From an optimization exercise on the open Yosys and OpenROAD flow, aimed at small area, a short achievable clock period and few clock cycles per item; shortcuts taken in it are not production practice.
At most, simulation tests tie the RTL to the original design; equivalence was not proved.
Function not checked in run 1: the RTL went through the layout flow alone.
Power figures rest on the tool's default switching activity, not on a simulated workload.

==> design/flow/design.v <==
module add_nand2 (input logic a, input logic b, output logic y); assign y = ~(a & b); endmodule
module add_nor2 (input logic a, input logic b, output logic y); assign y = ~(a | b); endmodule
module add_xor2 (input logic a, input logic b, output logic y); assign y = a ^ b; endmodule
module add_xnor2 (input logic a, input logic b, output logic y); assign y = ~(a ^ b); endmodule
module add_inv (input logic a, output logic y); assign y = ~a; endmodule
module add_aoi21 (input logic a1, input logic a2, input logic b1, output logic y); assign y = ~((a1 & a2) | b1); endmodule
module add_oai21 (input logic a1, input logic a2, input logic b1, output logic y); assign y = ~((a1 | a2) & b1); endmodule
module add32 (input logic [31:0] a, input logic [31:0] b, output logic [31:0] s, output logic co);
    logic gn1, gn2, tn3, gn4, tn5, gn6, tn7, gn8, tn9, gn10, tn11, gn12, tn13, gn14, tn15, gn16, tn17, gn18, tn19, gn20, tn21, gn22, tn23, gn24, tn25, gn26, tn27, gn28, tn29, gn30, tn31, gn32, tn33, gn34, tn35, gn36, tn37, gn38, tn39, gn40, tn41, gn42, tn43, gn44, tn45, gn46, tn47, gn48, tn49, gn50, tn51, gn52, tn53, gn54, tn55, gn56, tn57, gn58, tn59, gn60, tn61, gn62, tn63, h64, h65, h66, h67, h68, h69, h70, h71, h72, h73, h74, h75, h76, h77, h78, h79, h80, h81, h82, h83, h84, h85, h86, h87, h88, h89, h90, h91, h92, h93, h94, gt95, gt96, pt97, gt98, pt99, gt100, pt101, gt102, pt103, gt104, pt105, gt106, pt107, gt108, pt109, gt110, pt111, gt112, pt113, gt114, pt115, gt116, pt117, gt118, pt119, gt120, pt121, gt122, pt123, gt124, pt125, iv126, gt127, gc128, iv129, iv130, gt131, pt132, gc133, pc134, iv135, iv136, gt137, pt138, gc139, pc140, iv141, iv142, gt143, pt144, gc145, pc146, iv147, iv148, gt149, pt150, gc151, pc152, iv153, iv154, gt155, pt156, gc157, pc158, iv159, iv160, gt161, pt162, gc163, pc164, iv165, iv166, gt167, pt168, gc169, pc170, gt171, iv172, gc173, gc174, gt175, gt176, pt177, iv178, iv179, gc180, pc181, gc182, pc183, gt184, pt185, gt186, pt187, iv188, iv189, gc190, pc191, gc192, pc193, gt194, pt195, gt196, pt197, iv198, iv199, gc200, pc201, gc202, pc203, gt204, pt205, iv206, gt207, gc208, gc209, gt210, gc211, gt212, gt213, gc214, iv215, iv216, gt217, pt218, gc219, pc220, gc221, pc222, gt223, pt224, gc225, pc226, gt227, pt228, gt229, pt230, gc231, pc232, gt233, iv234, gc235, gc236, gt237, gc238, gt239, gt240, gc241, gc242, gt243, gt244, gc245, gt246, gc247, gc248;
    add_nand2 u_gn1 (.a(a[0]), .b(b[0]), .y(gn1));
    add_nand2 u_gn2 (.a(a[1]), .b(b[1]), .y(gn2));
    add_nor2 u_tn3 (.a(a[1]), .b(b[1]), .y(tn3));
    add_nand2 u_gn4 (.a(a[2]), .b(b[2]), .y(gn4));
    add_nor2 u_tn5 (.a(a[2]), .b(b[2]), .y(tn5));
    add_nand2 u_gn6 (.a(a[3]), .b(b[3]), .y(gn6));
    add_nor2 u_tn7 (.a(a[3]), .b(b[3]), .y(tn7));
    add_nand2 u_gn8 (.a(a[4]), .b(b[4]), .y(gn8));
    add_nor2 u_tn9 (.a(a[4]), .b(b[4]), .y(tn9));
    add_nand2 u_gn10 (.a(a[5]), .b(b[5]), .y(gn10));
    add_nor2 u_tn11 (.a(a[5]), .b(b[5]), .y(tn11));
    add_nand2 u_gn12 (.a(a[6]), .b(b[6]), .y(gn12));
    add_nor2 u_tn13 (.a(a[6]), .b(b[6]), .y(tn13));
    add_nand2 u_gn14 (.a(a[7]), .b(b[7]), .y(gn14));
    add_nor2 u_tn15 (.a(a[7]), .b(b[7]), .y(tn15));
    add_nand2 u_gn16 (.a(a[8]), .b(b[8]), .y(gn16));
    add_nor2 u_tn17 (.a(a[8]), .b(b[8]), .y(tn17));
    add_nand2 u_gn18 (.a(a[9]), .b(b[9]), .y(gn18));
    add_nor2 u_tn19 (.a(a[9]), .b(b[9]), .y(tn19));
    add_nand2 u_gn20 (.a(a[10]), .b(b[10]), .y(gn20));
    add_nor2 u_tn21 (.a(a[10]), .b(b[10]), .y(tn21));
    add_nand2 u_gn22 (.a(a[11]), .b(b[11]), .y(gn22));
    add_nor2 u_tn23 (.a(a[11]), .b(b[11]), .y(tn23));
    add_nand2 u_gn24 (.a(a[12]), .b(b[12]), .y(gn24));
    add_nor2 u_tn25 (.a(a[12]), .b(b[12]), .y(tn25));
    add_nand2 u_gn26 (.a(a[13]), .b(b[13]), .y(gn26));
    add_nor2 u_tn27 (.a(a[13]), .b(b[13]), .y(tn27));
    add_nand2 u_gn28 (.a(a[14]), .b(b[14]), .y(gn28));
    add_nor2 u_tn29 (.a(a[14]), .b(b[14]), .y(tn29));
    add_nand2 u_gn30 (.a(a[15]), .b(b[15]), .y(gn30));
    add_nor2 u_tn31 (.a(a[15]), .b(b[15]), .y(tn31));
    add_nand2 u_gn32 (.a(a[16]), .b(b[16]), .y(gn32));
    add_nor2 u_tn33 (.a(a[16]), .b(b[16]), .y(tn33));
    add_nand2 u_gn34 (.a(a[17]), .b(b[17]), .y(gn34));
    add_nor2 u_tn35 (.a(a[17]), .b(b[17]), .y(tn35));
    add_nand2 u_gn36 (.a(a[18]), .b(b[18]), .y(gn36));
    add_nor2 u_tn37 (.a(a[18]), .b(b[18]), .y(tn37));
    add_nand2 u_gn38 (.a(a[19]), .b(b[19]), .y(gn38));
    add_nor2 u_tn39 (.a(a[19]), .b(b[19]), .y(tn39));
    add_nand2 u_gn40 (.a(a[20]), .b(b[20]), .y(gn40));
    add_nor2 u_tn41 (.a(a[20]), .b(b[20]), .y(tn41));
    add_nand2 u_gn42 (.a(a[21]), .b(b[21]), .y(gn42));
    add_nor2 u_tn43 (.a(a[21]), .b(b[21]), .y(tn43));
    add_nand2 u_gn44 (.a(a[22]), .b(b[22]), .y(gn44));
    add_nor2 u_tn45 (.a(a[22]), .b(b[22]), .y(tn45));
    add_nand2 u_gn46 (.a(a[23]), .b(b[23]), .y(gn46));
    add_nor2 u_tn47 (.a(a[23]), .b(b[23]), .y(tn47));
    add_nand2 u_gn48 (.a(a[24]), .b(b[24]), .y(gn48));
    add_nor2 u_tn49 (.a(a[24]), .b(b[24]), .y(tn49));
    add_nand2 u_gn50 (.a(a[25]), .b(b[25]), .y(gn50));
    add_nor2 u_tn51 (.a(a[25]), .b(b[25]), .y(tn51));
    add_nand2 u_gn52 (.a(a[26]), .b(b[26]), .y(gn52));
    add_nor2 u_tn53 (.a(a[26]), .b(b[26]), .y(tn53));
    add_nand2 u_gn54 (.a(a[27]), .b(b[27]), .y(gn54));
    add_nor2 u_tn55 (.a(a[27]), .b(b[27]), .y(tn55));
    add_nand2 u_gn56 (.a(a[28]), .b(b[28]), .y(gn56));
    add_nor2 u_tn57 (.a(a[28]), .b(b[28]), .y(tn57));
    add_nand2 u_gn58 (.a(a[29]), .b(b[29]), .y(gn58));
    add_nor2 u_tn59 (.a(a[29]), .b(b[29]), .y(tn59));
    add_nand2 u_gn60 (.a(a[30]), .b(b[30]), .y(gn60));
    add_nor2 u_tn61 (.a(a[30]), .b(b[30]), .y(tn61));
    add_nand2 u_gn62 (.a(a[31]), .b(b[31]), .y(gn62));
    add_nor2 u_tn63 (.a(a[31]), .b(b[31]), .y(tn63));
    add_xor2 u_s0 (.a(a[0]), .b(b[0]), .y(s[0]));
    add_xor2 u_h64 (.a(a[1]), .b(b[1]), .y(h64));
    add_xor2 u_h65 (.a(a[2]), .b(b[2]), .y(h65));
    add_xor2 u_h66 (.a(a[3]), .b(b[3]), .y(h66));
    add_xor2 u_h67 (.a(a[4]), .b(b[4]), .y(h67));
    add_xor2 u_h68 (.a(a[5]), .b(b[5]), .y(h68));
    add_xor2 u_h69 (.a(a[6]), .b(b[6]), .y(h69));
    add_xor2 u_h70 (.a(a[7]), .b(b[7]), .y(h70));
    add_xor2 u_h71 (.a(a[8]), .b(b[8]), .y(h71));
    add_xor2 u_h72 (.a(a[9]), .b(b[9]), .y(h72));
    add_xor2 u_h73 (.a(a[10]), .b(b[10]), .y(h73));
    add_xor2 u_h74 (.a(a[11]), .b(b[11]), .y(h74));
    add_xor2 u_h75 (.a(a[12]), .b(b[12]), .y(h75));
    add_xor2 u_h76 (.a(a[13]), .b(b[13]), .y(h76));
    add_xor2 u_h77 (.a(a[14]), .b(b[14]), .y(h77));
    add_xor2 u_h78 (.a(a[15]), .b(b[15]), .y(h78));
    add_xor2 u_h79 (.a(a[16]), .b(b[16]), .y(h79));
    add_xor2 u_h80 (.a(a[17]), .b(b[17]), .y(h80));
    add_xor2 u_h81 (.a(a[18]), .b(b[18]), .y(h81));
    add_xor2 u_h82 (.a(a[19]), .b(b[19]), .y(h82));
    add_xor2 u_h83 (.a(a[20]), .b(b[20]), .y(h83));
    add_xor2 u_h84 (.a(a[21]), .b(b[21]), .y(h84));
    add_xor2 u_h85 (.a(a[22]), .b(b[22]), .y(h85));
    add_xor2 u_h86 (.a(a[23]), .b(b[23]), .y(h86));
    add_xor2 u_h87 (.a(a[24]), .b(b[24]), .y(h87));
    add_xor2 u_h88 (.a(a[25]), .b(b[25]), .y(h88));
    add_xor2 u_h89 (.a(a[26]), .b(b[26]), .y(h89));
    add_xor2 u_h90 (.a(a[27]), .b(b[27]), .y(h90));
    add_xor2 u_h91 (.a(a[28]), .b(b[28]), .y(h91));
    add_xor2 u_h92 (.a(a[29]), .b(b[29]), .y(h92));
    add_xor2 u_h93 (.a(a[30]), .b(b[30]), .y(h93));
    add_xor2 u_h94 (.a(a[31]), .b(b[31]), .y(h94));
    add_oai21 u_gt95 (.a1(tn3), .a2(gn1), .b1(gn2), .y(gt95));
    add_oai21 u_gt96 (.a1(tn7), .a2(gn4), .b1(gn6), .y(gt96));
    add_nor2 u_pt97 (.a(tn7), .b(tn5), .y(pt97));
    add_oai21 u_gt98 (.a1(tn11), .a2(gn8), .b1(gn10), .y(gt98));
    add_nor2 u_pt99 (.a(tn11), .b(tn9), .y(pt99));
    add_oai21 u_gt100 (.a1(tn15), .a2(gn12), .b1(gn14), .y(gt100));
    add_nor2 u_pt101 (.a(tn15), .b(tn13), .y(pt101));
    add_oai21 u_gt102 (.a1(tn19), .a2(gn16), .b1(gn18), .y(gt102));
    add_nor2 u_pt103 (.a(tn19), .b(tn17), .y(pt103));
    add_oai21 u_gt104 (.a1(tn23), .a2(gn20), .b1(gn22), .y(gt104));
    add_nor2 u_pt105 (.a(tn23), .b(tn21), .y(pt105));
    add_oai21 u_gt106 (.a1(tn27), .a2(gn24), .b1(gn26), .y(gt106));
    add_nor2 u_pt107 (.a(tn27), .b(tn25), .y(pt107));
    add_oai21 u_gt108 (.a1(tn31), .a2(gn28), .b1(gn30), .y(gt108));
    add_nor2 u_pt109 (.a(tn31), .b(tn29), .y(pt109));
    add_oai21 u_gt110 (.a1(tn35), .a2(gn32), .b1(gn34), .y(gt110));
    add_nor2 u_pt111 (.a(tn35), .b(tn33), .y(pt111));
    add_oai21 u_gt112 (.a1(tn39), .a2(gn36), .b1(gn38), .y(gt112));
    add_nor2 u_pt113 (.a(tn39), .b(tn37), .y(pt113));
    add_oai21 u_gt114 (.a1(tn43), .a2(gn40), .b1(gn42), .y(gt114));
    add_nor2 u_pt115 (.a(tn43), .b(tn41), .y(pt115));
    add_oai21 u_gt116 (.a1(tn47), .a2(gn44), .b1(gn46), .y(gt116));
    add_nor2 u_pt117 (.a(tn47), .b(tn45), .y(pt117));
    add_oai21 u_gt118 (.a1(tn51), .a2(gn48), .b1(gn50), .y(gt118));
    add_nor2 u_pt119 (.a(tn51), .b(tn49), .y(pt119));
    add_oai21 u_gt120 (.a1(tn55), .a2(gn52), .b1(gn54), .y(gt120));
    add_nor2 u_pt121 (.a(tn55), .b(tn53), .y(pt121));
    add_oai21 u_gt122 (.a1(tn59), .a2(gn56), .b1(gn58), .y(gt122));
    add_nor2 u_pt123 (.a(tn59), .b(tn57), .y(pt123));
    add_oai21 u_gt124 (.a1(tn63), .a2(gn60), .b1(gn62), .y(gt124));
    add_nor2 u_pt125 (.a(tn63), .b(tn61), .y(pt125));
    add_inv u_iv126 (.a(gt95), .y(iv126));
    add_oai21 u_gt127 (.a1(tn5), .a2(iv126), .b1(gn4), .y(gt127));
    add_aoi21 u_gc128 (.a1(pt97), .a2(gt95), .b1(gt96), .y(gc128));
    add_inv u_iv129 (.a(gt98), .y(iv129));
    add_inv u_iv130 (.a(pt99), .y(iv130));
    add_oai21 u_gt131 (.a1(tn13), .a2(iv129), .b1(gn12), .y(gt131));
    add_nor2 u_pt132 (.a(tn13), .b(iv130), .y(pt132));
    add_aoi21 u_gc133 (.a1(pt101), .a2(gt98), .b1(gt100), .y(gc133));
    add_nand2 u_pc134 (.a(pt101), .b(pt99), .y(pc134));
    add_inv u_iv135 (.a(gt102), .y(iv135));
    add_inv u_iv136 (.a(pt103), .y(iv136));
    add_oai21 u_gt137 (.a1(tn21), .a2(iv135), .b1(gn20), .y(gt137));
    add_nor2 u_pt138 (.a(tn21), .b(iv136), .y(pt138));
    add_aoi21 u_gc139 (.a1(pt105), .a2(gt102), .b1(gt104), .y(gc139));
    add_nand2 u_pc140 (.a(pt105), .b(pt103), .y(pc140));
    add_inv u_iv141 (.a(gt106), .y(iv141));
    add_inv u_iv142 (.a(pt107), .y(iv142));
    add_oai21 u_gt143 (.a1(tn29), .a2(iv141), .b1(gn28), .y(gt143));
    add_nor2 u_pt144 (.a(tn29), .b(iv142), .y(pt144));
    add_aoi21 u_gc145 (.a1(pt109), .a2(gt106), .b1(gt108), .y(gc145));
    add_nand2 u_pc146 (.a(pt109), .b(pt107), .y(pc146));
    add_inv u_iv147 (.a(gt110), .y(iv147));
    add_inv u_iv148 (.a(pt111), .y(iv148));
    add_oai21 u_gt149 (.a1(tn37), .a2(iv147), .b1(gn36), .y(gt149));
    add_nor2 u_pt150 (.a(tn37), .b(iv148), .y(pt150));
    add_aoi21 u_gc151 (.a1(pt113), .a2(gt110), .b1(gt112), .y(gc151));
    add_nand2 u_pc152 (.a(pt113), .b(pt111), .y(pc152));
    add_inv u_iv153 (.a(gt114), .y(iv153));
    add_inv u_iv154 (.a(pt115), .y(iv154));
    add_oai21 u_gt155 (.a1(tn45), .a2(iv153), .b1(gn44), .y(gt155));
    add_nor2 u_pt156 (.a(tn45), .b(iv154), .y(pt156));
    add_aoi21 u_gc157 (.a1(pt117), .a2(gt114), .b1(gt116), .y(gc157));
    add_nand2 u_pc158 (.a(pt117), .b(pt115), .y(pc158));
    add_inv u_iv159 (.a(gt118), .y(iv159));
    add_inv u_iv160 (.a(pt119), .y(iv160));
    add_oai21 u_gt161 (.a1(tn53), .a2(iv159), .b1(gn52), .y(gt161));
    add_nor2 u_pt162 (.a(tn53), .b(iv160), .y(pt162));
    add_aoi21 u_gc163 (.a1(pt121), .a2(gt118), .b1(gt120), .y(gc163));
    add_nand2 u_pc164 (.a(pt121), .b(pt119), .y(pc164));
    add_inv u_iv165 (.a(gt122), .y(iv165));
    add_inv u_iv166 (.a(pt123), .y(iv166));
    add_oai21 u_gt167 (.a1(tn61), .a2(iv165), .b1(gn60), .y(gt167));
    add_nor2 u_pt168 (.a(tn61), .b(iv166), .y(pt168));
    add_aoi21 u_gc169 (.a1(pt125), .a2(gt122), .b1(gt124), .y(gc169));
    add_nand2 u_pc170 (.a(pt125), .b(pt123), .y(pc170));
    add_oai21 u_gt171 (.a1(tn9), .a2(gc128), .b1(gn8), .y(gt171));
    add_inv u_iv172 (.a(gc128), .y(iv172));
    add_aoi21 u_gc173 (.a1(pt99), .a2(iv172), .b1(gt98), .y(gc173));
    add_aoi21 u_gc174 (.a1(pt132), .a2(iv172), .b1(gt131), .y(gc174));
    add_oai21 u_gt175 (.a1(pc134), .a2(gc128), .b1(gc133), .y(gt175));
    add_oai21 u_gt176 (.a1(tn25), .a2(gc139), .b1(gn24), .y(gt176));
    add_nor2 u_pt177 (.a(tn25), .b(pc140), .y(pt177));
    add_inv u_iv178 (.a(gc139), .y(iv178));
    add_inv u_iv179 (.a(pc140), .y(iv179));
    add_aoi21 u_gc180 (.a1(pt107), .a2(iv178), .b1(gt106), .y(gc180));
    add_nand2 u_pc181 (.a(pt107), .b(iv179), .y(pc181));
    add_aoi21 u_gc182 (.a1(pt144), .a2(iv178), .b1(gt143), .y(gc182));
    add_nand2 u_pc183 (.a(pt144), .b(iv179), .y(pc183));
    add_oai21 u_gt184 (.a1(pc146), .a2(gc139), .b1(gc145), .y(gt184));
    add_nor2 u_pt185 (.a(pc146), .b(pc140), .y(pt185));
    add_oai21 u_gt186 (.a1(tn41), .a2(gc151), .b1(gn40), .y(gt186));
    add_nor2 u_pt187 (.a(tn41), .b(pc152), .y(pt187));
    add_inv u_iv188 (.a(gc151), .y(iv188));
    add_inv u_iv189 (.a(pc152), .y(iv189));
    add_aoi21 u_gc190 (.a1(pt115), .a2(iv188), .b1(gt114), .y(gc190));
    add_nand2 u_pc191 (.a(pt115), .b(iv189), .y(pc191));
    add_aoi21 u_gc192 (.a1(pt156), .a2(iv188), .b1(gt155), .y(gc192));
    add_nand2 u_pc193 (.a(pt156), .b(iv189), .y(pc193));
    add_oai21 u_gt194 (.a1(pc158), .a2(gc151), .b1(gc157), .y(gt194));
    add_nor2 u_pt195 (.a(pc158), .b(pc152), .y(pt195));
    add_oai21 u_gt196 (.a1(tn57), .a2(gc163), .b1(gn56), .y(gt196));
    add_nor2 u_pt197 (.a(tn57), .b(pc164), .y(pt197));
    add_inv u_iv198 (.a(gc163), .y(iv198));
    add_inv u_iv199 (.a(pc164), .y(iv199));
    add_aoi21 u_gc200 (.a1(pt123), .a2(iv198), .b1(gt122), .y(gc200));
    add_nand2 u_pc201 (.a(pt123), .b(iv199), .y(pc201));
    add_aoi21 u_gc202 (.a1(pt168), .a2(iv198), .b1(gt167), .y(gc202));
    add_nand2 u_pc203 (.a(pt168), .b(iv199), .y(pc203));
    add_oai21 u_gt204 (.a1(pc170), .a2(gc163), .b1(gc169), .y(gt204));
    add_nor2 u_pt205 (.a(pc170), .b(pc164), .y(pt205));
    add_inv u_iv206 (.a(gt175), .y(iv206));
    add_oai21 u_gt207 (.a1(tn17), .a2(iv206), .b1(gn16), .y(gt207));
    add_aoi21 u_gc208 (.a1(pt103), .a2(gt175), .b1(gt102), .y(gc208));
    add_aoi21 u_gc209 (.a1(pt138), .a2(gt175), .b1(gt137), .y(gc209));
    add_oai21 u_gt210 (.a1(pc140), .a2(iv206), .b1(gc139), .y(gt210));
    add_aoi21 u_gc211 (.a1(pt177), .a2(gt175), .b1(gt176), .y(gc211));
    add_oai21 u_gt212 (.a1(pc181), .a2(iv206), .b1(gc180), .y(gt212));
    add_oai21 u_gt213 (.a1(pc183), .a2(iv206), .b1(gc182), .y(gt213));
    add_aoi21 u_gc214 (.a1(pt185), .a2(gt175), .b1(gt184), .y(gc214));
    add_inv u_iv215 (.a(gt194), .y(iv215));
    add_inv u_iv216 (.a(pt195), .y(iv216));
    add_oai21 u_gt217 (.a1(tn49), .a2(iv215), .b1(gn48), .y(gt217));
    add_nor2 u_pt218 (.a(tn49), .b(iv216), .y(pt218));
    add_aoi21 u_gc219 (.a1(pt119), .a2(gt194), .b1(gt118), .y(gc219));
    add_nand2 u_pc220 (.a(pt119), .b(pt195), .y(pc220));
    add_aoi21 u_gc221 (.a1(pt162), .a2(gt194), .b1(gt161), .y(gc221));
    add_nand2 u_pc222 (.a(pt162), .b(pt195), .y(pc222));
    add_oai21 u_gt223 (.a1(pc164), .a2(iv215), .b1(gc163), .y(gt223));
    add_nor2 u_pt224 (.a(pc164), .b(iv216), .y(pt224));
    add_aoi21 u_gc225 (.a1(pt197), .a2(gt194), .b1(gt196), .y(gc225));
    add_nand2 u_pc226 (.a(pt197), .b(pt195), .y(pc226));
    add_oai21 u_gt227 (.a1(pc201), .a2(iv215), .b1(gc200), .y(gt227));
    add_nor2 u_pt228 (.a(pc201), .b(iv216), .y(pt228));
    add_oai21 u_gt229 (.a1(pc203), .a2(iv215), .b1(gc202), .y(gt229));
    add_nor2 u_pt230 (.a(pc203), .b(iv216), .y(pt230));
    add_aoi21 u_gc231 (.a1(pt205), .a2(gt194), .b1(gt204), .y(gc231));
    add_nand2 u_pc232 (.a(pt205), .b(pt195), .y(pc232));
    add_oai21 u_gt233 (.a1(tn33), .a2(gc214), .b1(gn32), .y(gt233));
    add_inv u_iv234 (.a(gc214), .y(iv234));
    add_aoi21 u_gc235 (.a1(pt111), .a2(iv234), .b1(gt110), .y(gc235));
    add_aoi21 u_gc236 (.a1(pt150), .a2(iv234), .b1(gt149), .y(gc236));
    add_oai21 u_gt237 (.a1(pc152), .a2(gc214), .b1(gc151), .y(gt237));
    add_aoi21 u_gc238 (.a1(pt187), .a2(iv234), .b1(gt186), .y(gc238));
    add_oai21 u_gt239 (.a1(pc191), .a2(gc214), .b1(gc190), .y(gt239));
    add_oai21 u_gt240 (.a1(pc193), .a2(gc214), .b1(gc192), .y(gt240));
    add_aoi21 u_gc241 (.a1(pt195), .a2(iv234), .b1(gt194), .y(gc241));
    add_aoi21 u_gc242 (.a1(pt218), .a2(iv234), .b1(gt217), .y(gc242));
    add_oai21 u_gt243 (.a1(pc220), .a2(gc214), .b1(gc219), .y(gt243));
    add_oai21 u_gt244 (.a1(pc222), .a2(gc214), .b1(gc221), .y(gt244));
    add_aoi21 u_gc245 (.a1(pt224), .a2(iv234), .b1(gt223), .y(gc245));
    add_oai21 u_gt246 (.a1(pc226), .a2(gc214), .b1(gc225), .y(gt246));
    add_aoi21 u_gc247 (.a1(pt228), .a2(iv234), .b1(gt227), .y(gc247));
    add_aoi21 u_gc248 (.a1(pt230), .a2(iv234), .b1(gt229), .y(gc248));
    add_oai21 u_gt249 (.a1(pc232), .a2(gc214), .b1(gc231), .y(co));
    add_xnor2 u_s1 (.a(h64), .b(gn1), .y(s[1]));
    add_xor2 u_s2 (.a(h65), .b(gt95), .y(s[2]));
    add_xor2 u_s3 (.a(h66), .b(gt127), .y(s[3]));
    add_xnor2 u_s4 (.a(h67), .b(gc128), .y(s[4]));
    add_xor2 u_s5 (.a(h68), .b(gt171), .y(s[5]));
    add_xnor2 u_s6 (.a(h69), .b(gc173), .y(s[6]));
    add_xnor2 u_s7 (.a(h70), .b(gc174), .y(s[7]));
    add_xor2 u_s8 (.a(h71), .b(gt175), .y(s[8]));
    add_xor2 u_s9 (.a(h72), .b(gt207), .y(s[9]));
    add_xnor2 u_s10 (.a(h73), .b(gc208), .y(s[10]));
    add_xnor2 u_s11 (.a(h74), .b(gc209), .y(s[11]));
    add_xor2 u_s12 (.a(h75), .b(gt210), .y(s[12]));
    add_xnor2 u_s13 (.a(h76), .b(gc211), .y(s[13]));
    add_xor2 u_s14 (.a(h77), .b(gt212), .y(s[14]));
    add_xor2 u_s15 (.a(h78), .b(gt213), .y(s[15]));
    add_xnor2 u_s16 (.a(h79), .b(gc214), .y(s[16]));
    add_xor2 u_s17 (.a(h80), .b(gt233), .y(s[17]));
    add_xnor2 u_s18 (.a(h81), .b(gc235), .y(s[18]));
    add_xnor2 u_s19 (.a(h82), .b(gc236), .y(s[19]));
    add_xor2 u_s20 (.a(h83), .b(gt237), .y(s[20]));
    add_xnor2 u_s21 (.a(h84), .b(gc238), .y(s[21]));
    add_xor2 u_s22 (.a(h85), .b(gt239), .y(s[22]));
    add_xor2 u_s23 (.a(h86), .b(gt240), .y(s[23]));
    add_xnor2 u_s24 (.a(h87), .b(gc241), .y(s[24]));
    add_xnor2 u_s25 (.a(h88), .b(gc242), .y(s[25]));
    add_xor2 u_s26 (.a(h89), .b(gt243), .y(s[26]));
    add_xor2 u_s27 (.a(h90), .b(gt244), .y(s[27]));
    add_xnor2 u_s28 (.a(h91), .b(gc245), .y(s[28]));
    add_xor2 u_s29 (.a(h92), .b(gt246), .y(s[29]));
    add_xnor2 u_s30 (.a(h93), .b(gc247), .y(s[30]));
    add_xnor2 u_s31 (.a(h94), .b(gc248), .y(s[31]));
endmodule
module vadd_pipe_kernel #(
    parameter int C_DATA_WIDTH = 512,
    parameter int C_LANE_WIDTH = 32,
    parameter int C_STAGES     = 1
) (
    input  logic                    clk,
    input  logic                    reset,
    output logic                    in_ready,
    input  logic                    in_avail,
    input  logic [C_DATA_WIDTH-1:0] in_data,
    input  logic                    out_ready,
    output logic                    out_avail,
    output logic [C_DATA_WIDTH-1:0] out_data,
    input  logic [C_LANE_WIDTH-1:0] cfg_addend,
    input  logic                    cfg_clear,
    output logic [31:0]             beat_count,
    output logic                    ovf_sticky
);
    localparam int N_LANES = C_DATA_WIDTH / C_LANE_WIDTH;
    logic                    valid_q;
    logic [C_DATA_WIDTH-1:0] data_q;
    logic [C_DATA_WIDTH-1:0] lane_result;
    logic [N_LANES-1:0]      lane_carry;
    logic                    load;
    for (genvar i = 0; i < N_LANES; i++) begin : g_lane
        add32 u_add (
            .a (in_data[i*C_LANE_WIDTH +: C_LANE_WIDTH]),
            .b (cfg_addend),
            .s (lane_result[i*C_LANE_WIDTH +: C_LANE_WIDTH]),
            .co(lane_carry[i])
        );
    end
    assign load      = !valid_q || out_ready;
    assign in_ready  = load;
    assign out_avail = valid_q;
    assign out_data  = data_q;
    always_ff @(posedge clk) begin
        if (!reset) valid_q <= 1'b0;
        else if (load) valid_q <= in_avail;
    end
    always_ff @(posedge clk) begin
        if (load) data_q <= lane_result;
    end
    logic [N_LANES-1:0] carry_q;
    logic               sticky_q;
    logic               sticky_now;
    logic               count_fire;
    assign count_fire = reset && !cfg_clear && in_avail && load;
    assign sticky_now = sticky_q || (|carry_q);
    assign ovf_sticky = sticky_now;
    always_ff @(posedge clk) begin
        carry_q <= lane_carry & {N_LANES{count_fire}};
    end
    always_ff @(posedge clk) begin
        if (!reset || cfg_clear) begin
            beat_count <= '0;
            sticky_q   <= 1'b0;
        end else begin
            if (valid_q && out_ready) beat_count <= beat_count + 32'd1;
            sticky_q <= sticky_now;
        end
    end
endmodule
==> design/flow/flow/run.sh <==
#!/bin/bash
# Own layout flow: the standard ORFS flow with the standard synthesis unchanged, then
#  - every port buffered by a small buffer (buf_1) instead of the default pick,
#  - clock-delay buffers (clkdlybuf4s*) kept out of the resizer's choices after synthesis,
#  - pins placed on adjacent tracks, in_ready and out_ready side by side.
# Each step's full output goes to a log file in the work folder.
set -euo pipefail
W=$(pwd)
bash standard.sh synth > "$W/synth.log" 2>&1
# The platform's own don't-use list (platforms/sky130hd/config.mk).
PLAT_DONT_USE="sky130_fd_sc_hd__probe_p_8 sky130_fd_sc_hd__probec_p_8 sky130_fd_sc_hd__lpflow_bleeder_1 sky130_fd_sc_hd__lpflow_clkbufkapwr_1 sky130_fd_sc_hd__lpflow_clkbufkapwr_16 sky130_fd_sc_hd__lpflow_clkbufkapwr_2 sky130_fd_sc_hd__lpflow_clkbufkapwr_4 sky130_fd_sc_hd__lpflow_clkbufkapwr_8 sky130_fd_sc_hd__lpflow_clkinvkapwr_1 sky130_fd_sc_hd__lpflow_clkinvkapwr_16 sky130_fd_sc_hd__lpflow_clkinvkapwr_2 sky130_fd_sc_hd__lpflow_clkinvkapwr_4 sky130_fd_sc_hd__lpflow_clkinvkapwr_8 sky130_fd_sc_hd__lpflow_decapkapwr_12 sky130_fd_sc_hd__lpflow_decapkapwr_3 sky130_fd_sc_hd__lpflow_decapkapwr_4 sky130_fd_sc_hd__lpflow_decapkapwr_6 sky130_fd_sc_hd__lpflow_decapkapwr_8 sky130_fd_sc_hd__lpflow_inputiso0n_1 sky130_fd_sc_hd__lpflow_inputiso0p_1 sky130_fd_sc_hd__lpflow_inputiso1n_1 sky130_fd_sc_hd__lpflow_inputiso1p_1 sky130_fd_sc_hd__lpflow_inputisolatch_1 sky130_fd_sc_hd__lpflow_isobufsrc_1 sky130_fd_sc_hd__lpflow_isobufsrc_16 sky130_fd_sc_hd__lpflow_isobufsrc_2 sky130_fd_sc_hd__lpflow_isobufsrc_4 sky130_fd_sc_hd__lpflow_isobufsrc_8 sky130_fd_sc_hd__lpflow_isobufsrckapwr_16 sky130_fd_sc_hd__lpflow_lsbuf_lh_hl_isowell_tap_1 sky130_fd_sc_hd__lpflow_lsbuf_lh_hl_isowell_tap_2 sky130_fd_sc_hd__lpflow_lsbuf_lh_hl_isowell_tap_4 sky130_fd_sc_hd__lpflow_lsbuf_lh_isowell_4 sky130_fd_sc_hd__lpflow_lsbuf_lh_isowell_tap_1 sky130_fd_sc_hd__lpflow_lsbuf_lh_isowell_tap_2 sky130_fd_sc_hd__lpflow_lsbuf_lh_isowell_tap_4"
bash standard.sh finish \
  "DONT_USE_CELLS=$PLAT_DONT_USE sky130_fd_sc_hd__clkdlybuf4s15_1 sky130_fd_sc_hd__clkdlybuf4s15_2 sky130_fd_sc_hd__clkdlybuf4s18_1 sky130_fd_sc_hd__clkdlybuf4s18_2 sky130_fd_sc_hd__clkdlybuf4s25_1 sky130_fd_sc_hd__clkdlybuf4s25_2 sky130_fd_sc_hd__clkdlybuf4s50_1 sky130_fd_sc_hd__clkdlybuf4s50_2" \
  "BUFFER_PORTS_ARGS=-buffer_cell sky130_fd_sc_hd__buf_1" \
  "PRE_IO_PLACEMENT_TCL=$W/flow/pins.tcl" \
  "PLACE_PINS_ARGS=-min_distance 1 -min_distance_in_tracks" \
  > "$W/standard.log" 2>&1
==> design/flow/flow/pins.tcl <==
# Keep the combinational handshake pair (out_ready -> in_ready) side by side.
set_io_pin_constraint -group -order -pin_names {out_ready in_ready}
==> design/flow/standard.sh <==
#!/bin/bash
# synth_recipe.tcl (not shown) runs the flow's synth.tcl, then flattens the netlist and writes it again
# the make line also repeats each setting of config.mk as NAME=value (left out here)
make -C /OpenROAD-flow-scripts/flow DESIGN_CONFIG=/design/flow/config.mk WORK_HOME=/design/flow/orfs CLKGATE_MAP_FILE= SYNTH_SCRIPT=/design/flow/synth_recipe.tcl "${@:-finish}"
==> design/flow/config.mk <==
export PLATFORM = sky130hd
export DESIGN_NAME = vadd_pipe_kernel
export DESIGN_NICKNAME = vadd_pipe_kernel
export VERILOG_FILES = /design/flow/design.v
export SDC_FILE = /design/flow/constraint.sdc
export NUM_CORES = 4
export LEC_CHECK = 0
export CAP_MARGIN = 20
export CORE_MARGIN = 2
export CORE_UTILIZATION = 50
export SETUP_SLACK_MARGIN = 2.8
export SLEW_MARGIN = 20
export SYNTH_HIERARCHICAL = 1
==> design/flow/constraint.sdc <==
create_clock -name core_clock -period 5.5 [get_ports {clk}]
set_input_delay 1.1000 -clock core_clock [delete_from_list [all_inputs] [get_ports {clk}]]
set_output_delay 1.1000 -clock core_clock [all_outputs]
set_load 0.01 [all_outputs]
==> impl.org, run 1 <==
** Min path
- For hold timing, the worst endpoint is beat_count[31].
- Counting instances, the worst hold path has a depth of 2.
- The worst hold path belongs to the class flip-flop to flip-flop.
- Beginning of the worst hold path :: beat_count[31]

** Route
- Routed length per placed instance :: between 15 and 20 µm
- The first routing iteration left a little under 3000 violations.
- The routed design has between 150 and 200 mm of wire.
- Post-route DRC violation count :: 0
- Using the TritonRoute via totals, the vias-per-cell ratio works out to 5.360.
- Number of iterations in the first detailed-routing pass :: 6
- Once detail routing completed, the nets flagged for antenna violations numbered 0.
- Vias :: about 42000

** Synthesis
- The share of the Yosys chip area taken by registers is approximately two fifths.
- Largest family of logic cells by synthesized area :: XOR/XNOR gates
- Yosys mapped a number of flops with a built-in enable equal to ~510.
- Summing the areas of all and, or, nand and nor instances in the mapped netlist gives approximately 17% of the synthesized area.
- Flops & latches, synth :: 562
- Averaged over all synthesized cells, the footprint is 8.192 µm².
- Main flop type after synthesis :: edfxtp_1
- Post-synthesis xor/xnor area fraction :: 20.75%
- The netlist uses 36 different library cells.
- When the netlist entered floorplanning its net count stood at between 5000 and 6000.
- Portion of netlist area occupied by mux cells :: 0%
- Of all flip-flops after synthesis, the portion carrying an async set or reset was 0%.
- Mapped Cells :: roughly 5200
- Share of the synthesized area in compound gates (AO/OA/AOI/OAI) :: roughly 20%
- The mapped netlist covers roughly 43000 µm².
- Of the total synthesized cell area, the portion taken by full adders, half adders and majority gates is less than 1%.
- For this run, the number of Yosys warnings is 7.

** Flow run
- Across the run, the number of max-cap violations was 0.

** CTS
- After clock tree synthesis, the clock-pin slew on the worst setup and hold paths is approximately 0.060 ns.
- Num Clock Sinks :: 562
- CTS Buf Count :: about 70
- Number of buffers inserted by hold repair at cts :: 0
- Maximum buffer depth of the clock tree :: 3
- TritonCTS built the clock tree.
- Clock latency on the worst-skew pair, taken at its later pin, is between 0.6 and 0.7 ns.
- Clock root buffer :: clkbuf_16
- The H-tree was split into 3 levels.

** Critical path
- Total buffers and inverters traversed by the critical path :: 1
- For the worst setup path, the data required time is around 4.4 ns.
- Element type at the critical path start :: flip-flop
- Reg-to-reg slack, setup :: about 3.2 ns
- Data arrives at the worst endpoint at between 2 and 2.5 ns.
- Largest stage delay on the critical path :: 0.48 ns
- Worst reg2reg path endpoint :: data_q[32]
- Kind of capture point of the worst setup path :: primary output
- Measured in cells, the most critical reg-to-reg path has a length of 3.
- Path type of the worst setup path :: flip-flop to primary output
- Largest delay share family, worst path :: simple AND/OR/NAND/NOR gates
- The worst register-to-register path begins at valid_q.
- Critical Path Fanout Max :: 2
- On the critical path, the stage with the largest delay is an instance of or4_4.
- Cell chain of the critical path :: nor4_4 -> nand4_1 -> or4_4 -> buf_4

** Pwr
- Peak supply drop :: slightly above 200 µV
- Summed over all cells, the static leakage comes to just over 20 nW.
- Ratio of total power to cell area :: 305.2 nW/µm²
- Total power after layout :: ~16 mW

** STA
- The clock arrives with about 0.021 ns of skew.
- The count of final hold-check violations came to 0.
- Peak clock frequency supported by timing :: roughly 310 MHz
- The max-slew violation total from the final report was 0.
- The worst path uses about three fifths of the clock period.
- Slew at the pin with the worst max-slew slack :: just over 1 ns
- Setup repair after global routing could not meet its margin everywhere.
- Worst slew margin relative to its limit :: between 30% and 40%
- The worst path needs around 3.2 ns of the cycle, external delays included.
- Setup violations remaining at the end of the flow were counted as 0.

** Placed design
- Detailed placement finished with a half-perimeter wire length of roughly 120 mm.
- Final GP Congestion :: ~1.0
- Port Buffers :: approximately 1100
- After detailed placement, the total cell area comes to a little under 50000 µm².
- DP Cell Count :: about 7500

** Layout
- Number of nets in the final layout :: a little over 7000
- From synthesis to final layout, the design area changed by 24.19%.
- Share of the core filled with cells in the final layout :: a little over three fifths
- Storage cell area :: between 15000 and 20000 µm²
- After the flow finishes, the layout carries non-filler instances totaling 7864.
- After filler insertion, the fill cell instance count of the layout stands at ~7800.
- Area taken by multi-input logic gates :: approximately 26000 µm²
- Layout cells sized above 1 :: 13.61%
- Final non-filler cell area :: approximately 53000 µm²

** Die
- After floorplanning, the core was sized to cover about 85000 µm².
- Initial Utilization :: a little over 50%
- # IOs :: approximately 1100
- Site Rows :: about 110
- From bottom edge to top edge, the die measures 296.9 µm.
- Width of the die :: roughly 300 µm
- The die covers around 88000 µm².

** Global route
- Entering global routing, the biggest net connects 124 pins.
- The number of antenna violations at the first check in global routing came to roughly 120.
- After global routing the overflow that remains totals 0.
- Via count of the first global-routing pass :: roughly 38000
- Global routing usage summed across all routing layers :: roughly a third
- First-pass GRT wire length :: between 200 and 250 mm

** Outcome
- The flow ran to the end and the layout has no timing, DRC or antenna violations.
==> synth_stat cells, types with 2 or more instances <==
cell type,instances,area [µm²]
a21oi_1,22,110.1
a21oi_2,512,4484
and2_1,17,106.4
and3_1,3,18.77
and4_1,5,43.79
clkbuf_1,7,26.28
dfxtp_1,50,1001
edfxtp_1,512,15370
inv_1,420,1577
nand2_1,800,3003
nand2b_1,2,12.51
nand3_1,9,45.04
nand4_1,11,68.82
nor2_1,1019,3825
nor4_1,7,43.79
o21ai_0,7,35.03
o21ai_1,768,3844
o31ai_1,13,97.59
or3_1,7,43.79
or4_1,15,112.6
xnor2_1,260,2277
xor2_1,756,6621
==> flip-flops by register name, indices dropped and copies added (netlist names) <==
name / cells
carry_q: 16
valid_q: 1
data_q: 512
beat_count: 32
sticky_q: 1
==> per-stage QoR <==
| step | hold WS [ns] | setup WS (ns) | TNS [ns] |
|---|---|---|---|
| floorplan | 0.4959 | -0.2283 | -1.453 |
| global placement | 0.4672 | 1.361 | 0 |
| detailed placement | 0.4793 | 1.321 | 0 |
| CTS | 0.4873 | 2.275 | 0 |
| global route | 0.5146 | 2.227 | 0 |
| finish | 0.4948 | 2.305 | 0 |
==> cell usage in the layout (no fill, tap or decap), types with 17 or more instances in the layout <==
cell       synthesis  routed
o21ai_2            0      20
xnor2_1          260     260
edfxtp_1         512     512
nor2_1          1019     980
buf_1              0    1110
a21oi_4            0      18
buf_2              1      71
dfxtp_1           50      49
nand2_1          800     800
a21oi_2          512     494
xor2_1           756     756
diode_2            0      78
a21oi_1           22      22
buf_6              1      34
o21ai_4            0      28
buf_4              0      21
inv_1            420     404
nor2_2             0      28
and2_1            17      17
o21ai_1          768     720
clkbuf_16          0      75
==> Yosys stat by module (local to each module, per instance), a selection <==
module | cell area (µm²) | times used | flip-flops and latches | cells
add_aoi21 | 8.758 | 512 | 0 | 1
add_inv | 3.754 | 416 | 0 | 1
add_nand2 | 3.754 | 784 | 0 | 1
add_nor2 | 3.754 | 1008 | 0 | 1
add_oai21 | 5.005 | 768 | 0 | 1
add_xnor2 | 8.758 | 256 | 0 | 1
add_xor2 | 8.758 | 752 | 0 | 1
vadd_pipe_kernel | 17450 | 1 | 562 | 740
==> worst max-delay path by stage <==
| stage | start | end | cells past startpoint |
|---|---|---|---|
| 2_1_floorplan | out_ready | in_ready | 1 |
| 3_3_place_gp | cfg_addend[1] | data_q[248] | 9 |
| 3_5_place_dp | cfg_addend[1] | data_q[309] | 9 |
| 4_1_cts | carry_q[4] | ovf_sticky | 4 |
| 5_1_grt | carry_q[4] | ovf_sticky | 4 |
| 6_report | carry_q[4] | ovf_sticky | 4 |
==> layout make-up <==
type / count / area share, %
multi-input cells: 4246 / 48.09
flip-flops and latches: 562 / 30.74
repair buffers: 1283 / 10.66
clock buffers: 91 / 3.692
inverters: 420 / 2.969
well taps: 1144 / 2.687
clock inverters: 40 / 0.7939
diodes: 78 / 0.3664
==> power breakdown <==
part           internal [mW]  switching (mW)
logic                   1.77            3.52
registers               5.76           0.295
clock network           2.95            1.96
==> worst min-delay path, stage by stage, from the launching register on <==
cell     delay, ns
dfxtp_1       0.32
o31ai_1       0.07
a21oi_1       0.06
==> layer usage <==
| layer | GRT usage (%) | up-vias | part of all wire [%] |
|---|---|---|---|
| met5 | 0.7035 | - | 0.34 |
| met4 | 24.45 | 86 | 7.5 |
| met1 | 40.06 | 19421 | 38 |
| met3 | 14.71 | 507 | 12 |
| li1 | - | 20382 | - |
| met2 | 48.56 | 1753 | 42 |
==> repair_timing <==
action,CTS,global route
resized for setup,135,106
pin swaps,11,21
cloned,1,0
setup endpoints to repair,392,241
setup buffers,42,68
==> cells by family after synthesis <==
kind of cell / Yosys count
AOI/OAI and AO/OA: 1327
and+or+nand+nor: 1901
xor gates and xnor gates: 1016
buffers and inverters: 429
adders and majority gates: 1
DFF: 562
==> run 2, diff against run 1 <==
--- a/design/flow/design.v
+++ b/design/flow/design.v
@@ -6,4 +6,5 @@
 module add_aoi21 (input logic a1, input logic a2, input logic b1, output logic y); assign y = ~((a1 & a2) | b1); endmodule
 module add_oai21 (input logic a1, input logic a2, input logic b1, output logic y); assign y = ~((a1 | a2) & b1); endmodule
+module add_nor2b (input logic a, input logic b_n, output logic y); assign y = ~(a | ~b_n); endmodule
 module add32 (input logic [31:0] a, input logic [31:0] b, output logic [31:0] s, output logic co);
     logic gn1, gn2, tn3, gn4, tn5, gn6, tn7, gn8, tn9, gn10, tn11, gn12, tn13, gn14, tn15, gn16, tn17, gn18, tn19, gn20, tn21, gn22, tn23, gn24, tn25, gn26, tn27, gn28, tn29, gn30, tn31, gn32, tn33, gn34, tn35, gn36, tn37, gn38, tn39, gn40, tn41, gn42, tn43, gn44, tn45, gn46, tn47, gn48, tn49, gn50, tn51, gn52, tn53, gn54, tn55, gn56, tn57, gn58, tn59, gn60, tn61, gn62, tn63, h64, h65, h66, h67, h68, h69, h70, h71, h72, h73, h74, h75, h76, h77, h78, h79, h80, h81, h82, h83, h84, h85, h86, h87, h88, h89, h90, h91, h92, h93, h94, gt95, gt96, pt97, gt98, pt99, gt100, pt101, gt102, pt103, gt104, pt105, gt106, pt107, gt108, pt109, gt110, pt111, gt112, pt113, gt114, pt115, gt116, pt117, gt118, pt119, gt120, pt121, gt122, pt123, gt124, pt125, iv126, gt127, gc128, iv129, iv130, gt131, pt132, gc133, pc134, iv135, iv136, gt137, pt138, gc139, pc140, iv141, iv142, gt143, pt144, gc145, pc146, iv147, iv148, gt149, pt150, gc151, pc152, iv153, iv154, gt155, pt156, gc157, pc158, iv159, iv160, gt161, pt162, gc163, pc164, iv165, iv166, gt167, pt168, gc169, pc170, gt171, iv172, gc173, gc174, gt175, gt176, pt177, iv178, iv179, gc180, pc181, gc182, pc183, gt184, pt185, gt186, pt187, iv188, iv189, gc190, pc191, gc192, pc193, gt194, pt195, gt196, pt197, iv198, iv199, gc200, pc201, gc202, pc203, gt204, pt205, iv206, gt207, gc208, gc209, gt210, gc211, gt212, gt213, gc214, iv215, iv216, gt217, pt218, gc219, pc220, gc221, pc222, gt223, pt224, gc225, pc226, gt227, pt228, gt229, pt230, gc231, pc232, gt233, iv234, gc235, gc236, gt237, gc238, gt239, gt240, gc241, gc242, gt243, gt244, gc245, gt246, gc247, gc248;
@@ -72,35 +73,35 @@
     add_nor2 u_tn63 (.a(a[31]), .b(b[31]), .y(tn63));
     add_xor2 u_s0 (.a(a[0]), .b(b[0]), .y(s[0]));
-    add_xor2 u_h64 (.a(a[1]), .b(b[1]), .y(h64));
-    add_xor2 u_h65 (.a(a[2]), .b(b[2]), .y(h65));
-    add_xor2 u_h66 (.a(a[3]), .b(b[3]), .y(h66));
-    add_xor2 u_h67 (.a(a[4]), .b(b[4]), .y(h67));
-    add_xor2 u_h68 (.a(a[5]), .b(b[5]), .y(h68));
-    add_xor2 u_h69 (.a(a[6]), .b(b[6]), .y(h69));
-    add_xor2 u_h70 (.a(a[7]), .b(b[7]), .y(h70));
-    add_xor2 u_h71 (.a(a[8]), .b(b[8]), .y(h71));
-    add_xor2 u_h72 (.a(a[9]), .b(b[9]), .y(h72));
-    add_xor2 u_h73 (.a(a[10]), .b(b[10]), .y(h73));
-    add_xor2 u_h74 (.a(a[11]), .b(b[11]), .y(h74));
-    add_xor2 u_h75 (.a(a[12]), .b(b[12]), .y(h75));
-    add_xor2 u_h76 (.a(a[13]), .b(b[13]), .y(h76));
-    add_xor2 u_h77 (.a(a[14]), .b(b[14]), .y(h77));
-    add_xor2 u_h78 (.a(a[15]), .b(b[15]), .y(h78));
-    add_xor2 u_h79 (.a(a[16]), .b(b[16]), .y(h79));
-    add_xor2 u_h80 (.a(a[17]), .b(b[17]), .y(h80));
-    add_xor2 u_h81 (.a(a[18]), .b(b[18]), .y(h81));
-    add_xor2 u_h82 (.a(a[19]), .b(b[19]), .y(h82));
-    add_xor2 u_h83 (.a(a[20]), .b(b[20]), .y(h83));
-    add_xor2 u_h84 (.a(a[21]), .b(b[21]), .y(h84));
-    add_xor2 u_h85 (.a(a[22]), .b(b[22]), .y(h85));
-    add_xor2 u_h86 (.a(a[23]), .b(b[23]), .y(h86));
-    add_xor2 u_h87 (.a(a[24]), .b(b[24]), .y(h87));
-    add_xor2 u_h88 (.a(a[25]), .b(b[25]), .y(h88));
-    add_xor2 u_h89 (.a(a[26]), .b(b[26]), .y(h89));
-    add_xor2 u_h90 (.a(a[27]), .b(b[27]), .y(h90));
-    add_xor2 u_h91 (.a(a[28]), .b(b[28]), .y(h91));
-    add_xor2 u_h92 (.a(a[29]), .b(b[29]), .y(h92));
-    add_xor2 u_h93 (.a(a[30]), .b(b[30]), .y(h93));
-    add_xor2 u_h94 (.a(a[31]), .b(b[31]), .y(h94));
+    add_nor2b u_h64 (.a(tn3), .b_n(gn2), .y(h64));
+    add_nor2b u_h65 (.a(tn5), .b_n(gn4), .y(h65));
+    add_nor2b u_h66 (.a(tn7), .b_n(gn6), .y(h66));
+    add_nor2b u_h67 (.a(tn9), .b_n(gn8), .y(h67));
+    add_nor2b u_h68 (.a(tn11), .b_n(gn10), .y(h68));
+    add_nor2b u_h69 (.a(tn13), .b_n(gn12), .y(h69));
+    add_nor2b u_h70 (.a(tn15), .b_n(gn14), .y(h70));
+    add_nor2b u_h71 (.a(tn17), .b_n(gn16), .y(h71));
+    add_nor2b u_h72 (.a(tn19), .b_n(gn18), .y(h72));
+    add_nor2b u_h73 (.a(tn21), .b_n(gn20), .y(h73));
+    add_nor2b u_h74 (.a(tn23), .b_n(gn22), .y(h74));
+    add_nor2b u_h75 (.a(tn25), .b_n(gn24), .y(h75));
+    add_nor2b u_h76 (.a(tn27), .b_n(gn26), .y(h76));
+    add_nor2b u_h77 (.a(tn29), .b_n(gn28), .y(h77));
+    add_nor2b u_h78 (.a(tn31), .b_n(gn30), .y(h78));
+    add_nor2b u_h79 (.a(tn33), .b_n(gn32), .y(h79));
+    add_nor2b u_h80 (.a(tn35), .b_n(gn34), .y(h80));
+    add_nor2b u_h81 (.a(tn37), .b_n(gn36), .y(h81));
+    add_nor2b u_h82 (.a(tn39), .b_n(gn38), .y(h82));
+    add_nor2b u_h83 (.a(tn41), .b_n(gn40), .y(h83));
+    add_nor2b u_h84 (.a(tn43), .b_n(gn42), .y(h84));
+    add_nor2b u_h85 (.a(tn45), .b_n(gn44), .y(h85));
+    add_nor2b u_h86 (.a(tn47), .b_n(gn46), .y(h86));
+    add_nor2b u_h87 (.a(tn49), .b_n(gn48), .y(h87));
+    add_nor2b u_h88 (.a(tn51), .b_n(gn50), .y(h88));
+    add_nor2b u_h89 (.a(tn53), .b_n(gn52), .y(h89));
+    add_nor2b u_h90 (.a(tn55), .b_n(gn54), .y(h90));
+    add_nor2b u_h91 (.a(tn57), .b_n(gn56), .y(h91));
+    add_nor2b u_h92 (.a(tn59), .b_n(gn58), .y(h92));
+    add_nor2b u_h93 (.a(tn61), .b_n(gn60), .y(h93));
+    add_nor2b u_h94 (.a(tn63), .b_n(gn62), .y(h94));
     add_oai21 u_gt95 (.a1(tn3), .a2(gn1), .b1(gn2), .y(gt95));
     add_oai21 u_gt96 (.a1(tn7), .a2(gn4), .b1(gn6), .y(gt96));
--- a/design/flow/flow/run.sh
+++ b/design/flow/flow/run.sh
@@ -3,5 +3,6 @@
 #  - every port buffered by a small buffer (buf_1) instead of the default pick,
 #  - clock-delay buffers (clkdlybuf4s*) kept out of the resizer's choices after synthesis,
-#  - pins placed on adjacent tracks, in_ready and out_ready side by side.
+#  - pins placed on adjacent tracks, in_ready and out_ready side by side,
+#  - the simple adder gates reset to drive strength 1 before floorplan repair (downsize.tcl).
 # Each step's full output goes to a log file in the work folder.
 set -euo pipefail
@@ -13,4 +14,5 @@
   "DONT_USE_CELLS=$PLAT_DONT_USE sky130_fd_sc_hd__clkdlybuf4s15_1 sky130_fd_sc_hd__clkdlybuf4s15_2 sky130_fd_sc_hd__clkdlybuf4s18_1 sky130_fd_sc_hd__clkdlybuf4s18_2 sky130_fd_sc_hd__clkdlybuf4s25_1 sky130_fd_sc_hd__clkdlybuf4s25_2 sky130_fd_sc_hd__clkdlybuf4s50_1 sky130_fd_sc_hd__clkdlybuf4s50_2" \
   "BUFFER_PORTS_ARGS=-buffer_cell sky130_fd_sc_hd__buf_1" \
+  "PRE_FLOORPLAN_TCL=$W/flow/downsize.tcl" \
   "PRE_IO_PLACEMENT_TCL=$W/flow/pins.tcl" \
   "PLACE_PINS_ARGS=-min_distance 1 -min_distance_in_tracks" \
==> design/flow/flow/downsize.tcl (new file) <==
# Before floorplan repair: put the adder's simple gates, which synthesis mapped one
# module at a time and so often at a larger drive than needed, back to their smallest
# drive. The resizer then sizes them up again where timing needs it.
set n 0
foreach inst [get_cells *] {
  set m [get_property $inst ref_name]
  if {[regexp {^sky130_fd_sc_hd__(a21oi|o21ai|nand2|nor2|nor2b|xor2|xnor2|inv)_([0-9]+)$} $m -> f s] && $s > 1} {
    replace_cell $inst sky130_fd_sc_hd__${f}_1
    incr n
  }
}
puts "downsize.tcl: $n cells set to drive 1"
==> run 2 against run 1 <==
Sequential cell count unchanged. Still clean on timing, DRC and antenna. Register-to-register slack better by 0.09 ns. Sequential power down 2%. Global-route usage up 1.5 points. Via count down 1.9%. Non-clock buffer count down 71.
==> impl.org, run 2 <==
** Outcome
- Status :: complete, no violations

** Placed design
- Once detailed placement completed, the half-perimeter wirelength came to about 110 mm.
- Final GP Congestion :: roughly 1.0
- DP Cell Count :: 7395
- Worst slack after detailed placement :: between 1 and 1.5 ns
- Port Buffers :: ~1100

** STA
- Worst slew margin relative to its limit :: 33.30%
- Worst Clk Skew :: 0.01691 ns
- Final slew viol count :: 0
- TNS Setup :: 0 ns
- Final Hold Vio Count :: 0
- Peak clock frequency supported by timing :: approximately 310 MHz
- Slew at the pin with the worst max-slew slack :: between 1 and 1.5 ns
- In the post-route analysis, the smallest setup slack over all paths is around 2.3 ns.
- Setup repair after global routing missed its margin :: true
- Setup violations remaining at the end of the flow were counted as 0.
- The final critical path takes up approximately three fifths of the cycle.
- Crit path time final :: roughly 3.2 ns

** Flow run
- The tool flagged a number of max-cap violations equal to 0.

** Critical path
- Endpoint arrival time on the critical path :: roughly 2.2 ns
- Kind of capture point of the worst setup path :: primary output
- Of all nets on the critical path, the largest fanout is 2.
- Path type of the worst setup path :: flip-flop to primary output
- At the worst endpoint, the required time is 4.40 ns.
- Across all register-to-register paths, the minimum setup slack is approximately 3.3 ns.
- STA classifies the critical path startpoint as a flip-flop.

** Layout
- Commonest cells after routing, fill and taps aside :: buf_1, nor2_1, nand2_1
- Largest registers :: data_q x512, beat_count x32, carry_q x16
- Share of the core filled with cells in the final layout :: roughly 63%
- The net count of the finished layout is 7063.
- The finished layout holds 7672 standard cells, fillers aside.
- After filler insertion, the fill cell instance count of the layout stands at around 7200.
- In the final layout, the share of cells above drive strength 1 is between 5 and 6%.
- Most common cell after layout, fill and taps aside :: buf_1
- Max reg flops :: between 500 and 600
- Ranked by flip-flop count, first place goes to data_q.

** Min path
- Class of the tightest hold or removal check :: flip-flop to flip-flop

** Die
- Core footprint :: roughly 80000 µm²
- Die Outline Area :: 81730 µm²
- Once the floorplan was initialized, standard cells occupied slightly above 50% of the core.
- In this run the horizontal extent of the chip is about 290 µm.
- For this design the top-level I/O count stands at about 1100.
- Measured along the y axis, the die boundary spans between 200 and 300 µm.
- Row generation in the floorplan step produced 103 rows.

** Route
- For this block, the initial DRC count from the detailed router was between 3000 and 4000.
- For this run, the detailed router's first-pass iteration total came to 6.
- Routed length per placed instance :: 19.66 µm
- Wires add up to roughly 150 mm.
- Vias :: 41366
- Final ANT Viol Nets :: 0
- For this run, design rule violations remaining after detail routing come to 0.
- Using the TritonRoute via totals, the vias-per-cell ratio works out to 5.392.

** CTS
- Post-CTS clock slew at the launch and capture registers of the worst setup and hold paths :: roughly 0.06 ns
- At the later pin of the worst-skew pair, clock insertion delay measures around 0.63 ns.
- TritonCTS built the clock tree.
- CTS Buf Count :: 70
- Hold repair after CTS inserted 0 buffers.
- Maximum buffer depth of the clock tree :: 3
- Counting every sink on the clock net gives 562.
- Clock root buffer :: clkbuf_16
- In this run the number of H-tree levels came out at 3.

** Pwr
- Of the total power, the share spent switching nets is 34.58%.
- Combinational cells account for a little under a third of the total power.
- In this run the power density over the cells is 309.2 nW/µm².
- VDD sags by at most around 230 µV.
- The clock network is responsible for between 30 and 40% of the overall power.
- The internal power of the cells totals roughly 10 mW.
- The analysis attributes to net switching a power of around 5.3 mW.
- For this design the static power due to leakage is approximately 19 nW.
- The completed layout was analyzed and its total power is approximately 15 mW.
- Sequential cells account for 38.8% of the total power.

** Global route
- Pin count of the biggest net entering global routing :: between 100 and 150
- Global routing usage summed across all routing layers :: a little over a third
- First-pass GRT wire length :: around 210 mm
- The number of antenna violations at the first check in global routing came to 89.
- After global routing the overflow that remains totals 0.
- The number of global-route vias before repair is between 30000 and 40000.

** Synthesis
- Mapped Cells :: 5236
- Post-synthesis net count :: about 5800
- The Yosys step of the flow raised 7 warnings.
==> run 2: final timing paths <==
kind / startpoint / cells after the start / endpoint
worst min-delay path: beat_count[31] / 2 / beat_count[31]
worst max-delay path: sticky_q / 4 / ovf_sticky
worst min register to register: beat_count[31] / 2 / beat_count[31]
worst max register to register: beat_count[10] / 4 / beat_count[21]
==> run 2: through the flow <==
stage / cell area [µm²] / hold slack, ns
finish: 49480 / 0.4861
global route: 49440 / 0.5406
CTS: 48650 / 0.4865
detailed placement: 45500 / 0.4768
global placement: 45500 / 0.4795
floorplan: 39920 / 0.4959
==> run 2: worst max-delay path, cell delays in order (launching register included) <==
cell	delay (ns)
dfxtp_1	0.32
nor4_4	0.38
nand4_1	0.16
or4_4	0.48
buf_2	0.19
==> run 2: metal layers <==
metal,routed length [µm],track usage [%],part of all wire [%]
met3,19450,15.33,13
met1,56960,42.36,38
met5,558,1.977,0.37
met4,12380,26.31,8.2
met2,61450,49.85,41
==> run 2: cell type report <==
cell class	instances	area, µm²	share of cell area (%)
diodes	55	137.6	0.2782
clock buffers	92	1981	4.003
clock inverters	34	329.1	0.6651
inverters	420	1579	3.191
multi-input cells	4247	22590	45.66
flip-flops and latches	562	16380	33.10
well taps	1050	1314	2.655
repair buffers	1212	5169	10.45
==> run 2: power groups by stage <==
stage / logic, mW / clock network, mW / registers (mW)
after floorplan: 2.16 / 0 / 6.38
after global placement: 4.21 / 0 / 6.00
after detailed placement: 4.24 / 0 / 6.00
after CTS: 4.40 / 4.82 / 5.93
after global routing: 4.98 / 4.99 / 5.99
final: 4.61 / 4.75 / 5.94
==> run 2: timing repair <==
action	CTS	global route
buffers inserted	53	41
gates cloned	2	0
setup endpoints to repair	401	263
resized for setup	81	141
pin swaps	18	28
Testbench counts of run 2, summed over its fixed seeds: cycles 18,258, items 16,000.
==> run 3, diff against run 2 <==
--- a/design/flow/design.v
+++ b/design/flow/design.v
@@ -1,3 +1,4 @@
 module add_nand2 (input logic a, input logic b, output logic y); assign y = ~(a & b); endmodule
+module add_nand3 (input logic a, input logic b, input logic c, output logic y); assign y = ~(a & b & c); endmodule
 module add_nor2 (input logic a, input logic b, output logic y); assign y = ~(a | b); endmodule
 module add_xor2 (input logic a, input logic b, output logic y); assign y = a ^ b; endmodule
@@ -339,5 +340,19 @@
     logic               count_fire;
     assign count_fire = reset && !cfg_clear && in_avail && load;
-    assign sticky_now = sticky_q || (|carry_q);
+    logic [7:0] or_n1;
+    logic [3:0] or_o2;
+    logic [1:0] or_n3;
+    logic       sticky_n;
+    for (genvar k = 0; k < 8; k++) begin : g_or1
+        add_nor2 u_n (.a(carry_q[2*k]), .b(carry_q[2*k+1]), .y(or_n1[k]));
+    end
+    add_inv   u_stn (.a(sticky_q), .y(sticky_n));
+    add_nand2 u_o0 (.a(or_n1[0]), .b(or_n1[1]), .y(or_o2[0]));
+    add_nand2 u_o1 (.a(or_n1[2]), .b(or_n1[3]), .y(or_o2[1]));
+    add_nand2 u_o2 (.a(or_n1[4]), .b(or_n1[5]), .y(or_o2[2]));
+    add_nand3 u_o3 (.a(or_n1[6]), .b(or_n1[7]), .c(sticky_n), .y(or_o2[3]));
+    add_nor2  u_q0 (.a(or_o2[0]), .b(or_o2[1]), .y(or_n3[0]));
+    add_nor2  u_q1 (.a(or_o2[2]), .b(or_o2[3]), .y(or_n3[1]));
+    add_nand2 u_any (.a(or_n3[0]), .b(or_n3[1]), .y(sticky_now));
     assign ovf_sticky = sticky_now;
     always_ff @(posedge clk) begin
--- a/design/flow/flow/downsize.tcl
+++ b/design/flow/flow/downsize.tcl
@@ -5,5 +5,5 @@
 foreach inst [get_cells *] {
   set m [get_property $inst ref_name]
-  if {[regexp {^sky130_fd_sc_hd__(a21oi|o21ai|nand2|nor2|nor2b|xor2|xnor2|inv)_([0-9]+)$} $m -> f s] && $s > 1} {
+  if {[regexp {^sky130_fd_sc_hd__(a21oi|o21ai|nand2|nand3|nor2|nor2b|xor2|xnor2|inv)_([0-9]+)$} $m -> f s] && $s > 1} {
     replace_cell $inst sky130_fd_sc_hd__${f}_1
     incr n
--- a/design/flow/config.mk
+++ b/design/flow/config.mk
@@ -9,4 +9,5 @@
 export CORE_MARGIN = 2
 export CORE_UTILIZATION = 50
+export CTS_BUF_LIST = sky130_fd_sc_hd__clkbuf_8
 export SETUP_SLACK_MARGIN = 2.8
 export SLEW_MARGIN = 20
==> run 3 against run 2 <==
Register-to-register slack lost 0.33 ns. Sequential power is 0.7% higher. Critical endpoint unchanged. Clock skew up 0.0075 ns. Combinational power fell by 3%. Count of clock-buffer cells in the layout increased by 19. Die area up 0.12%. First-iteration DRC count up 1.8%. Still clean. Global-route usage down 0.51 points. Cell area is 2.0% lower. Highest routed layer unchanged. Critical path depth increased by 1.
==> impl.org, run 3 <==
** Critical path
- Element type at the critical path start :: flip-flop
- Kind of capture point of the worst setup path :: primary output
- Critical register-to-register path startpoint :: valid_q
- The endpoint identified for the worst register-to-register timing path is beat_count[31].
- Path type of the worst setup path :: flip-flop to primary output
- R2r worst-path depth :: 6
- Across all register-to-register paths, the minimum setup slack is between 2 and 3 ns.
- At the worst endpoint, the arrival time is roughly 1.6 ns.
- At the worst endpoint, the required time is 4.40 ns.
- Critical Path Fanout Max :: 2

** STA
- Minimum setup slack in the final design :: between 2 and 3 ns
- For this run, the top clock speed supported by timing is roughly 370 MHz.
- Setup repair after global routing missed its margin :: true
- TNS Setup :: 0 ns
- Period Utilization, post-route :: between 40% and 50%
- Crit path time final :: between 2 and 3 ns
- Setup violations remaining at the end of the flow were counted as 0.
- The max-slew violation total from the final report came to 0.
- Slew at the pin with the worst max-slew slack :: 1.039 ns
- The tightest hold path in the finished design has a slack of a little under 0.5 ns.
- Between clock sinks in the finished design, the worst skew comes to 0.02445 ns.
- The count of final hold-check violations was 0.
- Worst slew margin relative to its limit :: between 30% and 40%

** Layout
- The register with the most flip-flops in the layout has 512 of them.
- Leaving out fill and tap cells, the most frequent cell in the layout is buf_1.
- For this run, the post-layout net count is between 7000 and 8000.
- Layout cells sized above 1 :: 5.255%
- After the flow finishes, the layout carries non-filler instances totaling about 7700.
- Fill cells :: 7511
- Commonest cells after routing, fill and taps aside :: buf_1, nor2_1, nand2_1
- The largest registers in the layout are data_q x512, beat_count x32, carry_q x16.
- More flip-flops sit in one register than any other, and that register is data_q.
- Cells fill between 60% and 70% of the core in the end.
- Once layout is done, the placed cells without fillers occupy 48470 µm².

** Route
- Number of iterations in the first detailed-routing pass :: 7
- Dividing the detail-routed via count by the number of cells gives between 5 and 6.
- DR iter-0 viols :: between 3000 and 4000
- The detail route stage leaves a number of antenna-violating nets equal to 0.
- Wires add up to 148.4 mm.
- Vias :: slightly above 40000
- After detailed routing, the number of remaining DRC violations is 0.
- After detailed routing, the average wire length per cell comes to slightly below 20 µm.

** Pwr
- Internal power comes to 9.030 mW.
- Switching power as a share of total power :: between 30% and 40%
- Logic gate share of total power :: a little under a third
- Peak supply drop :: approximately 200 µV
- P_leak :: approximately 19 nW
- The completed layout was analyzed and its total power is between 10 and 15 mW.
- In this run the power spent charging and discharging nets is 5.235 mW.
- The share of total power dissipated in the clock network is a little over a quarter.
- Ratio of total power to cell area :: between 200 and 300 nW/µm²
- The share of total power dissipated in sequential elements is between 40% and 50%.

** Die
- Initial Utilization :: 50.44%
- During I/O placement, the number of pins put on the boundary was approximately 1100.
- From bottom edge to top edge, the die measures 286.1 µm.
- Site Rows :: between 100 and 150
- Die Outline Area :: slightly above 80000 µm²
- Core footprint :: between 70000 and 80000 µm²
- Width of the die :: about 290 µm

** CTS
- Post-CTS clock slew at the launch and capture registers of the worst setup and hold paths :: about 0.060 ns
- Counting every sink on the clock net gives between 500 and 600.
- H-tree Lvls :: 3
- Clock tree from TritonCTS :: done
- TritonCTS created between 100 and 150 clock buffers.
- Clock root buffer :: clkbuf_8
- Clock latency on the worst-skew pair :: between 0.7 and 0.8 ns
- Number of buffers inserted by hold repair at cts :: 0
- Maximum buffer depth of the clock tree :: 3

** Global route
- Pin count of the biggest net entering global routing :: 176
- In the global route stage, overall resource usage came out at 34.80%.
- First-pass GRT wire length :: roughly 210 mm
- The number of global-route vias before repair was 36359.
- Summed over all layers, the global routing overflow is 0.
- The number of antenna violations at the first check in global routing is 94.

** Min path
- Class of the tightest hold or removal check :: flip-flop to flip-flop
- The startpoint identified for the worst hold timing path is beat_count[31].
- The worst hold path terminates at beat_count[31].
- Along the worst hold path, the cell count comes to 2.

** Placed design
- Buffers placed on the I/O ports in this run total roughly 1100.
- DPL Wire Length :: 111.9 mm
- Worst slack after detailed placement :: 1.401 ns
- Final GP Congestion :: approximately 0.97
- Counting tap cells, the placed design contains a total of approximately 7400 instances.
- Post-detailed-placement cell area :: 45530 µm²

** Outcome
- Status :: complete, no violations

** Flow run
- Max-cap violations in this run came to 0.

** Synthesis
- When the netlist entered floorplanning its net count stood at about 5800.
- For this run, the number of Yosys warnings is 7.
- Synthesis handed over a netlist of between 5000 and 6000 instances.
-- run 3: routing by layer --
metal	track usage, %	routed length (µm)	up-vias
li1	-	-	20270
met1	42.26	57520	18553
met2	48.35	58950	2006
met3	17.30	20900	482
met4	23.01	10560	72
met5	0.4070	449	-
-- run 3: timing repair --
| item | CTS | global route |
|---|---|---|
| gates cloned | 1 | 0 |
| buffers inserted | 29 | 24 |
| pin swaps | 15 | 8 |
| resized for setup | 73 | 77 |
| endpoints found under the setup margin | 356 | 215 |
| endpoints found under the hold margin | 0 | 0 |
-- run 3: worst max-delay path: stages (launching register included) --
cell and delay (ns):
dfxtp_4 0.37, nor2_1 0.08, nand2_1 0.10, nor2_4 0.12
nand2_2 0.10, buf_6 0.14
-- run 3: power by group through the flow --
stage | Clock (mW) | Combinational, mW | Sequential [mW]
detailed placement | 0 | 4.21 | 6.03
global placement | 0 | 4.17 | 6.02
global route | 4.07 | 4.85 | 6.02
CTS | 3.89 | 4.32 | 5.96
floorplan | 0 | 2.16 | 6.38
finish | 3.82 | 4.47 | 5.98
-- run 3: cell type report --
type | count | area [µm²] | area share, %
sequential | 562 | 16380 | 33.80
clock inverter | 81 | 365.4 | 0.7538
multi-input combinational | 4259 | 22350 | 46.10
tap | 1050 | 1314 | 2.710
antenna | 58 | 145.1 | 0.2994
timing repair buffer | 1169 | 4807 | 9.918
inverter | 421 | 1580 | 3.260
clock buffer | 111 | 1528 | 3.152
-- run 3: worst max path at each step --
stage	startpoint	to	slack, ns	depth (start not counted)
floorplan	out_ready	in_ready	-0.32	1
global placement	cfg_addend[3]	data_q[31]	1.33	10
detailed placement	cfg_addend[2]	data_q[115]	1.40	10
CTS	carry_q[1]	ovf_sticky	2.74	5
global route	carry_q[13]	ovf_sticky	2.74	5
finish	carry_q[4]	ovf_sticky	2.77	5
Testbench counts of run 3, summed over its fixed seeds: cycles 18,258, items 16,000.
